This is an optimization exercise on Yosys and OpenROAD, whose aim is small area, a short achievable clock period and few clock cycles per item, not a production implementation.
The RTL was checked by simulation tests, not by an equivalence proof against the original design.
No activity file was given, so power comes from the tool's default toggle rates.

===== config.mk =====
export PLATFORM = sky130hd
export DESIGN_NAME = bounded_fifo_with_keyed_removal_core
export DESIGN_NICKNAME = bounded_fifo_with_keyed_removal_core
export VERILOG_FILES = /design/flow/design.v
export SDC_FILE = /design/flow/constraint.sdc
export NUM_CORES = 4
export LEC_CHECK = 0
export CAP_MARGIN = 20
export CORE_MARGIN = 2
export CORE_UTILIZATION = 40
export SLEW_MARGIN = 20

===== constraint.sdc =====
create_clock -name core_clock -period 5.5 [get_ports {clk}]
set_input_delay 1.1000 -clock core_clock [delete_from_list [all_inputs] [get_ports {clk}]]
set_output_delay 1.1000 -clock core_clock [all_outputs]
set_load 0.01 [all_outputs]

===== design.v =====
`timescale 1ns / 1ps
package bfkr_pkg;
    localparam int FIELD_W = 16;
    localparam int LIMIT_W = 5;
    localparam int COUNT_OUT_W = 5;
    localparam logic [LIMIT_W-1:0] LIMIT_RESET = 5'd16;
    typedef enum logic [1:0] {
        REQ_ENQ = 2'd0,
        REQ_DEQ = 2'd1,
        REQ_RET = 2'd2
    } req_t;
    typedef struct packed {
        logic [FIELD_W-1:0] proc_num;
        logic [FIELD_W-1:0] arrival_time;
        logic [FIELD_W-1:0] cpu_time;
    } rec_t;
    typedef enum logic [2:0] {
        ST_IDLE,
        ST_DECODE,
        ST_SCAN,
        ST_SHIFT,
        ST_DONE
    } ctrl_state_t;
    typedef enum logic [1:0] {
        PTR_HOLD,
        PTR_CLEAR,
        PTR_INC
    } ptr_op_t;
    typedef struct packed {
        logic    load_req;
        ptr_op_t ptr_op;
        logic    rd_plus1;
        logic    enq_write;
        logic    shift_write;
        logic    take;
        logic    cnt_dec;
        logic    res_load;
    } dp_cmd_t;
    typedef struct packed {
        req_t req;
        logic req_valid_code;
        logic can_enq;
        logic cnt_zero;
        logic key_match;
        logic ptr_last;
        logic slot_free;
    } dp_stat_t;
endpackage
`timescale 1ns / 1ps
module bfkr_ctrl (
    input  logic                clk,
    input  logic                rst_n,
    input  logic                in_valid,
    output logic                in_ready,
    input  bfkr_pkg::dp_stat_t  stat,
    output bfkr_pkg::dp_cmd_t   cmd
);
    bfkr_pkg::ctrl_state_t state_reg;
    bfkr_pkg::ctrl_state_t state_next;
    logic                  match_eff;
    assign match_eff = (stat.req == bfkr_pkg::REQ_DEQ) || stat.key_match;
    always_ff @(posedge clk or negedge rst_n)
    begin
        if (!rst_n)
        begin
            state_reg <= bfkr_pkg::ST_IDLE;
        end
        else
        begin
            state_reg <= state_next;
        end
    end
    always_comb
    begin
        state_next = state_reg;
        unique case (state_reg)
            bfkr_pkg::ST_IDLE:
            begin
                if (in_valid)
                begin
                    state_next = bfkr_pkg::ST_DECODE;
                end
            end
            bfkr_pkg::ST_DECODE:
            begin
                if (stat.req_valid_code && stat.req != bfkr_pkg::REQ_ENQ && !stat.cnt_zero)
                begin
                    state_next = bfkr_pkg::ST_SCAN;
                end
                else
                begin
                    state_next = bfkr_pkg::ST_DONE;
                end
            end
            bfkr_pkg::ST_SCAN:
            begin
                if (match_eff)
                begin
                    state_next = bfkr_pkg::ST_SHIFT;
                end
                else if (stat.ptr_last)
                begin
                    state_next = bfkr_pkg::ST_DONE;
                end
            end
            bfkr_pkg::ST_SHIFT:
            begin
                if (stat.ptr_last)
                begin
                    state_next = bfkr_pkg::ST_DONE;
                end
            end
            bfkr_pkg::ST_DONE:
            begin
                if (stat.slot_free)
                begin
                    state_next = bfkr_pkg::ST_IDLE;
                end
            end
            default:
            begin
                state_next = bfkr_pkg::ST_IDLE;
            end
        endcase
    end
    always_comb
    begin
        cmd          = '0;
        cmd.ptr_op   = bfkr_pkg::PTR_HOLD;
        in_ready     = 1'b0;
        unique case (state_reg)
            bfkr_pkg::ST_IDLE:
            begin
                in_ready     = 1'b1;
                cmd.load_req = in_valid;
            end
            bfkr_pkg::ST_DECODE:
            begin
                if (stat.req_valid_code && stat.req == bfkr_pkg::REQ_ENQ)
                begin
                    cmd.enq_write = stat.can_enq;
                end
                else if (stat.req_valid_code && !stat.cnt_zero)
                begin
                    cmd.ptr_op = bfkr_pkg::PTR_CLEAR;
                end
            end
            bfkr_pkg::ST_SCAN:
            begin
                if (match_eff)
                begin
                    cmd.take     = 1'b1;
                    cmd.rd_plus1 = 1'b1;
                end
                else if (!stat.ptr_last)
                begin
                    cmd.ptr_op = bfkr_pkg::PTR_INC;
                end
            end
            bfkr_pkg::ST_SHIFT:
            begin
                if (stat.ptr_last)
                begin
                    cmd.cnt_dec = 1'b1;
                end
                else
                begin
                    cmd.shift_write = 1'b1;
                    cmd.ptr_op      = bfkr_pkg::PTR_INC;
                    cmd.rd_plus1    = 1'b1;
                end
            end
            bfkr_pkg::ST_DONE:
            begin
                cmd.res_load = stat.slot_free;
            end
            default:
            begin
                in_ready = 1'b0;
            end
        endcase
    end
endmodule
`timescale 1ns / 1ps
module bfkr_datapath #(
    parameter int DEPTH = 16
) (
    input  logic                                  clk,
    input  logic                                  rst_n,
    input  bfkr_pkg::dp_cmd_t                     cmd,
    output bfkr_pkg::dp_stat_t                    stat,
    input  logic [1:0]                            req_type,
    input  logic [bfkr_pkg::FIELD_W-1:0]          proc_num,
    input  logic [bfkr_pkg::FIELD_W-1:0]          arrival_time,
    input  logic [bfkr_pkg::FIELD_W-1:0]          cpu_time,
    input  logic [bfkr_pkg::FIELD_W-1:0]          search_key,
    input  logic                                  cfg_valid,
    output logic                                  cfg_ready,
    input  logic [bfkr_pkg::LIMIT_W-1:0]          queue_limit,
    output logic                                  out_valid,
    input  logic                                  out_ready,
    output logic                                  status,
    output logic [bfkr_pkg::FIELD_W-1:0]          out_proc_num,
    output logic [bfkr_pkg::FIELD_W-1:0]          out_arrival_time,
    output logic [bfkr_pkg::FIELD_W-1:0]          out_cpu_time,
    output logic                                  queue_empty,
    output logic [bfkr_pkg::COUNT_OUT_W-1:0]      record_count
);
    localparam int CW   = $clog2(DEPTH + 1);
    localparam int IW   = $clog2(DEPTH);
    localparam int CMPW = (CW > bfkr_pkg::LIMIT_W) ? CW : bfkr_pkg::LIMIT_W;
    localparam logic [CW-1:0] DEPTH_C = CW'(DEPTH);
    logic [3*bfkr_pkg::FIELD_W-1:0] mem [DEPTH];
    logic [1:0]                   req_reg;
    bfkr_pkg::rec_t               rec_reg;
    logic [bfkr_pkg::FIELD_W-1:0] key_reg;
    logic [CW-1:0]                count_reg;
    logic [CW-1:0]                count_next;
    logic [CW-1:0]                ptr_reg;
    logic [CW-1:0]                ptr_next;
    logic [CW-1:0]                rd_addr;
    logic [CW-1:0]                ptr_plus1;
    bfkr_pkg::rec_t               rd_data_reg;
    bfkr_pkg::rec_t               taken_reg;
    logic                         fail_reg;
    logic [bfkr_pkg::LIMIT_W-1:0] limit_reg;
    logic                         out_valid_reg;
    logic [CMPW-1:0]              count_w;
    logic [CMPW-1:0]              limit_w;
    assign cfg_ready = 1'b1;
    assign ptr_plus1 = ptr_reg + CW'(1);
    assign count_w   = CMPW'(count_reg);
    assign limit_w   = CMPW'(limit_reg);
    always_comb
    begin
        case (cmd.ptr_op)
            bfkr_pkg::PTR_CLEAR: ptr_next = '0;
            bfkr_pkg::PTR_INC:   ptr_next = ptr_plus1;
            default:             ptr_next = ptr_reg;
        endcase
    end
    assign rd_addr = cmd.rd_plus1 ? (ptr_next + CW'(1)) : ptr_next;
    always_comb
    begin
        count_next = count_reg;
        if (cmd.enq_write)
        begin
            count_next = count_reg + CW'(1);
        end
        else if (cmd.cnt_dec)
        begin
            count_next = count_reg - CW'(1);
        end
    end
    assign stat.req            = bfkr_pkg::req_t'(req_reg);
    assign stat.req_valid_code = (req_reg == bfkr_pkg::REQ_ENQ) || (req_reg == bfkr_pkg::REQ_DEQ)
                                 || (req_reg == bfkr_pkg::REQ_RET);
    assign stat.can_enq        = (count_reg < DEPTH_C)
                                 && ((limit_reg == '0) || (count_w < limit_w));
    assign stat.cnt_zero       = (count_reg == '0);
    assign stat.key_match      = (rd_data_reg.arrival_time == key_reg);
    assign stat.ptr_last       = (ptr_plus1 >= count_reg);
    assign stat.slot_free      = !out_valid_reg || out_ready;
    always_ff @(posedge clk)
    begin
        if (cmd.enq_write)
        begin
            mem[count_reg[IW-1:0]] <= rec_reg;
        end
        else if (cmd.shift_write)
        begin
            mem[ptr_reg[IW-1:0]] <= rd_data_reg;
        end
        rd_data_reg <= mem[rd_addr[IW-1:0]];
    end
    always_ff @(posedge clk)
    begin
        if (cmd.load_req)
        begin
            req_reg               <= req_type;
            rec_reg.proc_num      <= proc_num;
            rec_reg.arrival_time  <= arrival_time;
            rec_reg.cpu_time      <= cpu_time;
            key_reg               <= search_key;
        end
        if (cmd.res_load)
        begin
            status           <= fail_reg;
            out_proc_num     <= taken_reg.proc_num;
            out_arrival_time <= taken_reg.arrival_time;
            out_cpu_time     <= taken_reg.cpu_time;
            queue_empty      <= (count_reg == '0);
            record_count     <= count_w[bfkr_pkg::COUNT_OUT_W-1:0];
        end
    end
    always_ff @(posedge clk or negedge rst_n)
    begin
        if (!rst_n)
        begin
            count_reg     <= '0;
            ptr_reg       <= '0;
            fail_reg      <= 1'b1;
            taken_reg     <= '0;
            limit_reg     <= bfkr_pkg::LIMIT_RESET;
            out_valid_reg <= 1'b0;
        end
        else
        begin
            count_reg <= count_next;
            ptr_reg   <= ptr_next;
            if (cmd.load_req)
            begin
                fail_reg  <= 1'b1;
                taken_reg <= '0;
            end
            else if (cmd.take)
            begin
                fail_reg  <= 1'b0;
                taken_reg <= rd_data_reg;
            end
            else if (cmd.enq_write)
            begin
                fail_reg <= 1'b0;
            end
            if (cfg_valid && cfg_ready)
            begin
                limit_reg <= queue_limit;
            end
            if (cmd.res_load)
            begin
                out_valid_reg <= 1'b1;
            end
            else if (out_ready)
            begin
                out_valid_reg <= 1'b0;
            end
        end
    end
    assign out_valid = out_valid_reg;
endmodule
`timescale 1ns / 1ps
module bounded_fifo_with_keyed_removal_core #(
    parameter int DEPTH = 16
) (
    input  logic                              clk,
    input  logic                              rst_n,
    input  logic                              in_valid,
    output logic                              in_ready,
    input  logic [1:0]                        req_type,
    input  logic [bfkr_pkg::FIELD_W-1:0]      proc_num,
    input  logic [bfkr_pkg::FIELD_W-1:0]      arrival_time,
    input  logic [bfkr_pkg::FIELD_W-1:0]      cpu_time,
    input  logic [bfkr_pkg::FIELD_W-1:0]      search_key,
    input  logic                              cfg_valid,
    output logic                              cfg_ready,
    input  logic [bfkr_pkg::LIMIT_W-1:0]      queue_limit,
    output logic                              out_valid,
    input  logic                              out_ready,
    output logic                              status,
    output logic [bfkr_pkg::FIELD_W-1:0]      out_proc_num,
    output logic [bfkr_pkg::FIELD_W-1:0]      out_arrival_time,
    output logic [bfkr_pkg::FIELD_W-1:0]      out_cpu_time,
    output logic                              queue_empty,
    output logic [bfkr_pkg::COUNT_OUT_W-1:0]  record_count
);
    bfkr_pkg::dp_cmd_t  cmd;
    bfkr_pkg::dp_stat_t stat;
    bfkr_ctrl u_ctrl (
        .clk      (clk),
        .rst_n    (rst_n),
        .in_valid (in_valid),
        .in_ready (in_ready),
        .stat     (stat),
        .cmd      (cmd)
    );
    bfkr_datapath #(
        .DEPTH (DEPTH)
    ) u_datapath (
        .clk              (clk),
        .rst_n            (rst_n),
        .cmd              (cmd),
        .stat             (stat),
        .req_type         (req_type),
        .proc_num         (proc_num),
        .arrival_time     (arrival_time),
        .cpu_time         (cpu_time),
        .search_key       (search_key),
        .cfg_valid        (cfg_valid),
        .cfg_ready        (cfg_ready),
        .queue_limit      (queue_limit),
        .out_valid        (out_valid),
        .out_ready        (out_ready),
        .status           (status),
        .out_proc_num     (out_proc_num),
        .out_arrival_time (out_arrival_time),
        .out_cpu_time     (out_cpu_time),
        .queue_empty      (queue_empty),
        .record_count     (record_count)
    );
endmodule

===== run.sh =====
#!/bin/bash
# synth_recipe.tcl (not shown) runs the flow's synth.tcl, then flattens the netlist and writes it again
# the make line also repeats each setting of config.mk as NAME=value (left out here)
make -C /OpenROAD-flow-scripts/flow DESIGN_CONFIG=/design/flow/config.mk WORK_HOME=/design/flow/orfs CLKGATE_MAP_FILE= SYNTH_SCRIPT=/design/flow/synth_recipe.tcl finish

==> run notes <==
-- cell usage in the layout, fill, tap and decap left out, types with 8 or more instances in the layout --
cell             synthesis  layout
o211ai_1                36      36
dfrtp_1                 66      64
nand2_1                424     423
xor2_1                  18      18
or3_1                   34      34
nand3b_1                13      13
ha_1                    19      16
nor3_1                 112     112
clkbuf_16                0     101
clkinv_2                 0      13
buf_4                    9      59
a21oi_1                 86      85
inv_1                   22      21
buf_12                   0      24
a31oi_1                 73      72
nor2_4                   1      20
nand3_1                 64      64
clkbuf_1               100      29
o21ai_0                 61      60
dfxtp_1                 48      48
clkinv_1                 0      20
o22ai_1                311     311
nor2_1                 115      96
bufinv_16                0       8
clkdlybuf4s50_1          0     131
o221ai_1                37      36
or4_1                   13      13
edfxtp_1               889     889
-- worst max path at each step --
| stage | start | slack [ns] | cells after the start | to |
|---|---|---|---|---|
| after detailed placement | u_datapath.ptr_reg[1]$_DFF_PN0_ | 0.16 | 22 | u_datapath.rd_data_reg[44]$_DFF_P_ |
| after global routing | u_datapath.ptr_reg[0]$_DFF_PN0_ | 0.002 | 23 | u_datapath.rd_data_reg[40]$_DFF_P_ |
| after global placement | u_datapath.ptr_reg[0]$_DFF_PN0_ | 0.27 | 21 | u_datapath.rd_data_reg[15]$_DFF_P_ |
| after floorplan | u_datapath.ptr_reg[0]$_DFF_PN0_ | 0.05 | 25 | u_datapath.rd_data_reg[40]$_DFF_P_ |
| after CTS | u_datapath.ptr_reg[1]$_DFF_PN0_ | 0.12 | 22 | u_datapath.rd_data_reg[44]$_DFF_P_ |
| final | u_datapath.ptr_reg[0]$_DFF_PN0_ | 0.24 | 22 | u_datapath.rd_data_reg[44]$_DFF_P_ |
-- repair_timing --
| action | CTS | global route |
|---|---|---|
| resized for setup | 0 | 8 |
| setup buffers | 0 | 3 |
| setup endpoints to repair | 0 | 23 |
-- layer usage --
| layer | up-vias | global-route usage |
|---|---|---|
| met5 | - | 0 |
| met2 | 1118 | 0.3501 |
| met3 | 221 | 0.03180 |
| li1 | 10740 | - |
| met1 | 12420 | 0.2792 |
| met4 | 0 | 0.08101 |
-- per-stage QoR --
stage                     worst slack (ns)  instance area [µm²]  total power [µW]
after CTS                           0.1248                44890             23610
after detailed placement            0.1647                41680             16950
after floorplan                    0.05113                38400             14440
after global routing              0.001873                44990             24690
after global placement              0.2704                41680             16760
final                               0.2359                44990             23600
-- kinds of logic after synthesis --
kind of cell             after synthesis
other                                  1
adder cells (fa/ha/maj)               20
multiplexers                           6
AO/OA/AOI/OAI                        635
XOR/XNOR                              23
flip-flops                          1005
AND/OR/NAND/NOR                      809
buffers and inverters                201
-- critical path, delay by kind of cell (launching register included) --
| family | cells | cell delay, ns |
|---|---|---|
| flip-flops | 1 | 0.43 |
| XOR/XNOR | 1 | 0.22 |
| buffers and inverters | 2 | 0.35 |
| AO/OA/AOI/OAI | 6 | 0.89 |
| adder cells (fa/ha/maj) | 4 | 1.08 |
| AND/OR/NAND/NOR | 9 | 2.14 |
-- power groups by stage --
stage | sequential [µW] | clock (µW) | combinational (µW)
after floorplan | 10300 | 0 | 4160
after global placement | 10500 | 0 | 6300
after detailed placement | 10500 | 0 | 6470
after CTS | 10300 | 6800 | 6490
after global routing | 10400 | 7090 | 7210
final | 10300 | 6690 | 6590
-- synthesized netlist by cell type, types with 4 or more instances --
cell type / number
clkbuf_1: 100
buf_6: 4
a21oi_1: 86
nand2b_1: 5
buf_4: 9
o211ai_1: 36
o22ai_1: 311
dfrtp_1: 66
edfxtp_1: 889
xnor2_1: 5
nor2_1: 115
or4_1: 13
inv_1: 22
or3_1: 34
dfxtp_1: 48
a21o_1: 5
nand3b_1: 13
buf_1: 9
buf_2: 55
and2_1: 4
nor3_1: 112
nand2_1: 424
nor2b_1: 4
o221ai_1: 37
xor2_1: 18
a31oi_1: 73
o21ai_0: 61
nand3_1: 64
ha_1: 19
nor4_2: 4
-- final cells by class --
type                    count  area share
repair buffers            219     0.05159
multi-input cells        1494      0.1869
clock buffers             134     0.05958
flip-flops and latches   1005      0.6527
inverters                  24    0.002030
well taps                1265     0.03518
clock inverters            51     0.01196
==> impl_metrics.py <==
metrics = {
    "critical_path": {
        "cp_max_fo": 26,
        "slowest_stage": "dfrtp_2",
        "cpPeakStageDelay_ns": 0.43,
        "worstPathArrival_ns": 5.82,
        "cp-end-kind": "flop",
        "r2r-end": "u_datapath.rd_data_reg[44]$_DFF_P_",
        "r2r-start": "u_datapath.ptr_reg[0]$_DFF_PN0_",
        "crit_chain": "ha_2, nand3_1, xnor2_2, ha_1, o21ai_0, o221ai_2, nand2b_1, or2_2, ha_4, or3b_1, and2_2, inv_2, ha_2, nor4b_4, nand2_1, o31ai_1, a21oi_4, buf_4, nand2b_1, o2111ai_1, o31ai_1, or3_1",
        "worst-r2r-cell-count": 22,
        "worst_ep_required_time_ns": 6.05,
        "crit_type": "flop to flop",
        "r2r_setup_slack_ns": 0.24,
        "startpoint_type": "flop",
    },
    "pwr": {
        "swShare": 0.3346,
        "p_comb_frac": 0.279,
        "vdd_ir_drop_max_mv": 0.3797,
        "pwr_density_cell_nw_per_um2": 524.7,
        "switchingPower_uw": 7898,
        "pwr-share-clk": 0.284,
        "leakage_uw": 0.01489,
        "pwr-share-seq": 0.437,
        "internal_power_uw": 15710,
    },
    "route": {
        "wl_met2_um": 51440,
        "wl_met1_um": 42490,
        "route.vias.total": 24490,
        "finalWirelength_um": 105000,
        "wl_met3_um": 7462,
        "antenna_left": 0,
        "wire_per_inst_um": 25.04,
        "highest_layer": "met4",
        "drt-initial-drc-count": 2293,
        "dr.pass1.iters": 6,
        "via_per_inst": 5.843,
        "drc": 0,
    },
    "sta": {
        "fin_crit_ns": 5.264,
        "hold_violations": 0,
        "max_freq_ghz": 0.1900,
        "holdWs_ns": 0.2227,
        "setup_viol": 0,
        "rsz0062_at_grt": "no",
        "max_slew_margin": 0.2992,
        "slew_violations": 0,
        "tightest_slew_ns": 1.051,
        "finalSetupTns_ns": 0,
        "finClkSkew_ns": 0.04965,
        "fin_crit_sh": 0.9571,
    },
    "synthesis": {
        "synth.avg_cell_area_um2": 14.21,
        "synth_top_area_frac": 0.6959,
        "yosysSeqAreaShare": 0.7653,
        "synth_nets": 2796,
        "postSynthCellCount": 2700,
        "synthXorXnorAreaFrac": 0.005251,
        "yosysWarnings": 2,
        "synthMuxAreaShare": 0.001663,
        "synth_top_family_by_area": "compound AO/OA/AOI/OAI gates",
        "synth_edf_count": 889,
        "synth_cell_types": 66,
        "ys_ff_latch": 1005,
        "syn_area_um2": 38360,
        "ys.flop_type": "edfxtp_1",
        "synthArstFlopShare": 0.06766,
        "synth-compound-area-share": 0.1046,
        "synthSimpleGateAreaFrac": 0.09321,
        "synth_adder_area_share": 0.006719,
        "synth_area_leaders": "edfxtp_1 70%, o22ai_1 5.1%, dfrtp_1 4.3%, nand2_1 4.1%, dfxtp_1 2.5%",
        "yosysTopAreaCell": "edfxtp_1",
    },
    "cts": {
        "h-tree-depth": 3,
        "cts_hold_buf": 0,
        "cts_buffers": 98,
        "cts_root_buf": "clkbuf_16",
        "clock_path_buffers": 3,
        "clock_latency_ns": 0.70,
        "cts.clk_slew.worst_paths_ns": 0.06,
        "cts_tree": "built",
        "cts.sinks": 1005,
    },
    "global_routing": {
        "grt_pass1_wl_um": 155600,
        "grt_pass1_vias": 24600,
        "antenna_found_initial": 0,
        "grt_usage": 0.2103,
        "grt_max_degree": 83,
        "overflow": 0,
    },
    "die": {
        "rows": 113,
        "die_h_um": 313.7,
        "start_util": 0.4038,
        "die_x_um": 313.7,
        "dieArea_um2": 98400,
        "coreArea_um2": 95010,
        "io_pins": 134,
    },
    "place": {
        "gp_congestion": 0.7934,
        "dpl.cell_count": 4003,
        "hpwlAfterDp_um": 56550,
        "portBuffers": 132,
    },
    "finish": {
        "antenna_cells": 0,
        "final_core_util": 0.4735,
        "final_cells": 4192,
        "largest_reg_flops": 768,
        "fin_nets": 2938,
        "multi_input_area_um2": 8409,
        "regArea_um2": 29360,
        "area_growth_pct": 17.26,
        "nFillCells": 8164,
        "drive_gt1_frac": 0.09805,
    },
    "status": {
        "status": "complete, no violations",
    },
    "job": {
        "drv_cap": 0,
    },
    "worst_hold_path": {
        "hp-class": "input port to asynchronous set/reset pin",
    },
}
Testbench counts, summed over its fixed seeds: cycles 33,701, items 4,000.

[separate check: timing with driven ports]
The results above use ideal ports. As a check the final layout listed here was re-extracted and re-timed, cells and wires unchanged.
Step 1: set_driving_cell puts a clkbuf_16 on clk and a buf_2 on each other input, an assumption about the parent block.
Step 2 adds t to the input delays and takes it off the output delays; t is the mean of the earliest and latest rising clock arrival at the registers after step 1. Input paths then give back, and output paths get back, about the clock's delay inside the block.
Slacks: ideal ports / drivers / drivers and shift; pairs: ideal ports / drivers.
t (ns): 0.739
slack for setup (ns): 0.236 / 0.236 / 0.236
hold WS [ns]: 0.223 / 0.194 / 0.435
worst setup path at the end: register to register
pins driven straight from the clock port: 1
After both steps this run still meets setup and hold. The setup slack of this run moves by 0.000 ns with the drivers and by 0.000 ns with both steps.
